From an optimization exercise on the open Yosys and OpenROAD flow, aimed at small area, a short achievable clock period and few clock cycles per item; shortcuts taken in it are not production practice. In this exercise RTL edits were held to simulation tests only and were not proved equivalent to the original. Power figures rest on the tool's default switching activity, not on a simulated workload.

v14:
// covariance_accumulator
module covariance_accumulator
#(
   parameter int DATA_W = 16,
   parameter int LOG2_N = 2
) (
   input  logic              clk,
   input  logic              rst,
   input  logic              start,
   input  logic              in_valid,
   output logic              in_ready,
   input  logic [DATA_W-1:0] x_in,
   input  logic [DATA_W-1:0] y_in,
   output logic              bram_ena,
   output logic              bram_wea,
   output logic [1:0]        bram_addra,
   output logic [31:0]       bram_dina,
   output logic              busy,
   output logic              done
);
   localparam int ACC_W = pca_pkg::ACC_W;
   localparam int SQ_W  = ACC_W - 1;      
   logic       rdy_q, busy_q, ena_q, done_q;
   logic [1:0] cnt_q;                     
   logic [2:0] ph_q;                      
   logic [1:0] addr_q;
   logic [15:0]     xq, yq;               
   logic [7:0]      one_q, two_q, neg_q;  
   logic            first_q;              
   logic [SQ_W-1:0] xx_s, xx_c, yy_s, yy_c;
   logic [ACC_W-1:0] xy_s, xy_c;
   logic [SQ_W-1:0] xx_s_d, xx_c_d, yy_s_d, yy_c_d;
   logic [ACC_W-1:0] xy_s_d, xy_c_d;
   logic [31:0]     dina_q;
   logic            sxx_q, syy_q;         
  ...
Size in the first run: about 2300 cells after synthesis, ~75 I/O pins.
Settings: LEC_CHECK=0, CAP_MARGIN=20, CORE_MARGIN=2, CORE_UTILIZATION=40, SETUP_SLACK_MARGIN=5, SLEW_MARGIN=20; clock period 8.5 ns.
standard.sh (not shown) runs the stock make flow with config.mk's settings and CLKGATE_MAP_FILE= SYNTH_SCRIPT=/design/flow/synth_recipe.tcl, a recipe that flattens the netlist after the stock synthesis.
==> flow/flow/run.sh <==
#!/bin/bash
# The standard layout, except that Yosys's generic synth step skips its quick
# ABC pass (synth -noabc), so the design's own adder trees reach the full
# adder extraction as written. Everything else, including the final ABC
# mapping, the registers and the rest of the flow, is the standard one.
set -euo pipefail
sed '1s/.*/proc synth {args} { yosys synth -nofsm -noshare -noabc {*}$args }/' \
   synth_recipe.tcl > synth_noabc.tcl
grep -q -- '-noabc' synth_noabc.tcl
bash standard.sh SYNTH_SCRIPT="$PWD/synth_noabc.tcl" finish > flow_make.log 2>&1
Testbench counts of v14, summed over its fixed seeds: cycles 5,128, windows 512.
> inputs changed (v14 -> v22)
==> flow/flow/run.sh <==
#!/bin/bash
# The standard layout, except that synthesis leaves the adder trees to ABC
# instead of mapping them onto full-adder cells (ADDER_MAP_FILE empty), and
# timing repair aims at a tighter period than the design's clock. The clock,
# constraints, registers and the rest of the flow are the standard ones.
set -euo pipefail
bash standard.sh ADDER_MAP_FILE= SETUP_SLACK_MARGIN=5.0 finish > flow_make.log 2>&1
Notes after the runs:
The flow did not stop early for v22: all stages ran, and the layout cleared the timing, DRC and antenna checks.
Of the two values seen for worst setup path startpoint, two_q[3] was produced by v22 and one_q[0] by v14.
Any difference in clock power share between v14 and v22 is small enough to ignore.
Worst hold slack delta (v22 − v14): unfavourable
Min routed via count divided by cell count across v14 and v22: v22
The cell type of the slowest stage on the worst timing path comes out sky130_fd_sc_hd__dfxtp_1 in one run and sky130_fd_sc_hd__fa_1 in the other, namely in v22 and v14 respectively.
What v14 reported for routed wire length has to be multiplied by 1.09 to get the figure for v22.
diff inputs: v22 => v8
- CORE_UTILIZATION: 40 -> 60
==> flow/run.sh (new file) <==
#!/bin/bash
# synth_recipe.tcl (not shown) runs the flow's synth.tcl, then flattens the netlist and writes it again
# the make line also repeats each setting of config.mk as NAME=value (left out here)
make -C /OpenROAD-flow-scripts/flow DESIGN_CONFIG=/design/flow/config.mk WORK_HOME=/design/flow/orfs CLKGATE_MAP_FILE= SYNTH_SCRIPT=/design/flow/synth_recipe.tcl finish
removed: flow/flow/run.sh
removed: flow/standard.sh
==> comparison <==
The run with more setup slack is v22; v8 has less. Comparing v22 and v8, the lower data arrival time at the worst-slack endpoint is on v22. Min non-clock buffer count across v22 and v8: v22. v22 → v8: detailed-route wire length moved down; part of the power in combinational logic fell 4.5 points; buffers plus inverters on the worst setup path went up; simple logic cell fraction of the synthesized area decreased by 0.31 points relative to the old numbers. Of the two candidates, v22 has the worse first-pass GRT wire length and v8 the better one. In the tables for v22 and v8, largest net degree at the start of global routing reads higher with v8.
Modified inputs, v57 compared to v8
- a change of SETUP_SLACK_MARGIN from 5 to 4.8
- a change of CORE_UTILIZATION from 60 to 40
--- outcome ---
Looking at the reports, v57 completed the entire flow and the layout it produced met the timing, DRC and antenna checks. Looking only at worst-margin pin slew, and setting everything else aside, the higher value of v8 and v57 goes to v57. yy_c[17] as the critical path endpoint was reported by v57, and dina_q[31] by v8. met4 as the highest layer used for signal routing was reported by v8, and met5 by v57. v8 → v57: worst-skew pair later-pin latency barely changed, sum of routed wire segments on met1 shows a reduction of 550 um. Most used routing layer: met2 -> v57, met1 -> v8.
Modified inputs, v16 compared to v57
- changing SETUP_SLACK_MARGIN from 4.8 to 5
Cmp v16 vs v57: first-pass GRT wire length lower in v16
Share of total power in the clock network came out lower on v16 than on v57.
In the reports for v57 and v16, the smaller highest cell delay on the worst timing path belongs to v16.
v16 vs v57 — number of clock buffer instances in the layout dropped by a few percent
Overall routed net length grows by a few percent when moving from v57 to v16.
Going from v57 to v16, the minimum setup slack in the final design was found to have gone up by 0.15 ns.
Comparing v57 and v16, relative contribution of combinational cells to total power is higher on v16.
Going from v57 to v16, final area grows by about 2%.
The final cell count number comes out higher for v16 vs v57.
Compared with v57, v16 shows a lower sequential share of layout area.
Relative to v57, the post-route total power of v16 is higher by 140 uW.
Input-level comparison between v38 and v16:
==> flow/flow/run.sh (new file) <==
#!/bin/bash
set -euo pipefail
bash standard.sh SETUP_SLACK_MARGIN=6.0 finish > flow_make.log 2>&1
==> flow/standard.sh (new file) <==
#!/bin/bash
# synth_recipe.tcl (not shown) runs the flow's synth.tcl, then flattens the netlist and writes it again
# the make line also repeats each setting of config.mk as NAME=value (left out here)
make -C /OpenROAD-flow-scripts/flow DESIGN_CONFIG=/design/flow/config.mk WORK_HOME=/design/flow/orfs CLKGATE_MAP_FILE= SYNTH_SCRIPT=/design/flow/synth_recipe.tcl "${@:-finish}"
removed: flow/run.sh
Findings:
Going from v16 to v38, worst hold slack fell 0.0067 ns; design area rose 23%; clock network fraction of total power fell 2.6 points. Looking at sequential share of layout area across v16 and v38, the one that comes out higher is v16. In the tables for v16 and v38, amount of wire on met2 after detailed routing reads lower with v16.

==> re-timing with driven ports <==
The results above use ideal ports. As a check the final layouts listed here were re-extracted and re-timed, cells and wires unchanged.
Step 1, drivers: a clkbuf_16 drives clk and a buf_2 each remaining input, both assumed.
Step 2 times the ports against the registers' clock, not the clock port: input delays grow and output delays shrink by t, the midpoint of the rising clock arrivals with the driver on.
a / b / c = no drivers / after step 1 / after step 2; a / b = the first two.
| run | shift t [ns] | slack for setup (ns) | latest minus earliest clock arrival (ns) | worst slew at a driven data input, ns |
|---|---|---|---|---|
| v14 | 0.615 | 5.052 / 5.030 / 4.885 | 0.034 / 0.034 | 0.04 |
| v22 | 0.632 | 5.139 / 5.139 / 4.716 | 0.020 / 0.020 | 0.04 |
| v8 | 0.611 | 5.061 / 5.061 / 5.039 | 0.017 / 0.017 | 0.04 |
| v57 | 0.605 | 4.900 / 4.900 / 4.900 | 0.037 / 0.037 | 0.06 |
| v16 | 0.600 | 5.052 / 5.052 / 5.021 | 0.024 / 0.024 | 0.06 |
| v38 | 0.622 | 5.107 / 5.107 / 5.107 | 0.036 / 0.036 | 0.13 |
After both steps setup and hold are still met in every run listed. For v22, which loses most, drivers alone change the setup slack by 0.000 ns; drivers and shift together by -0.423 ns.
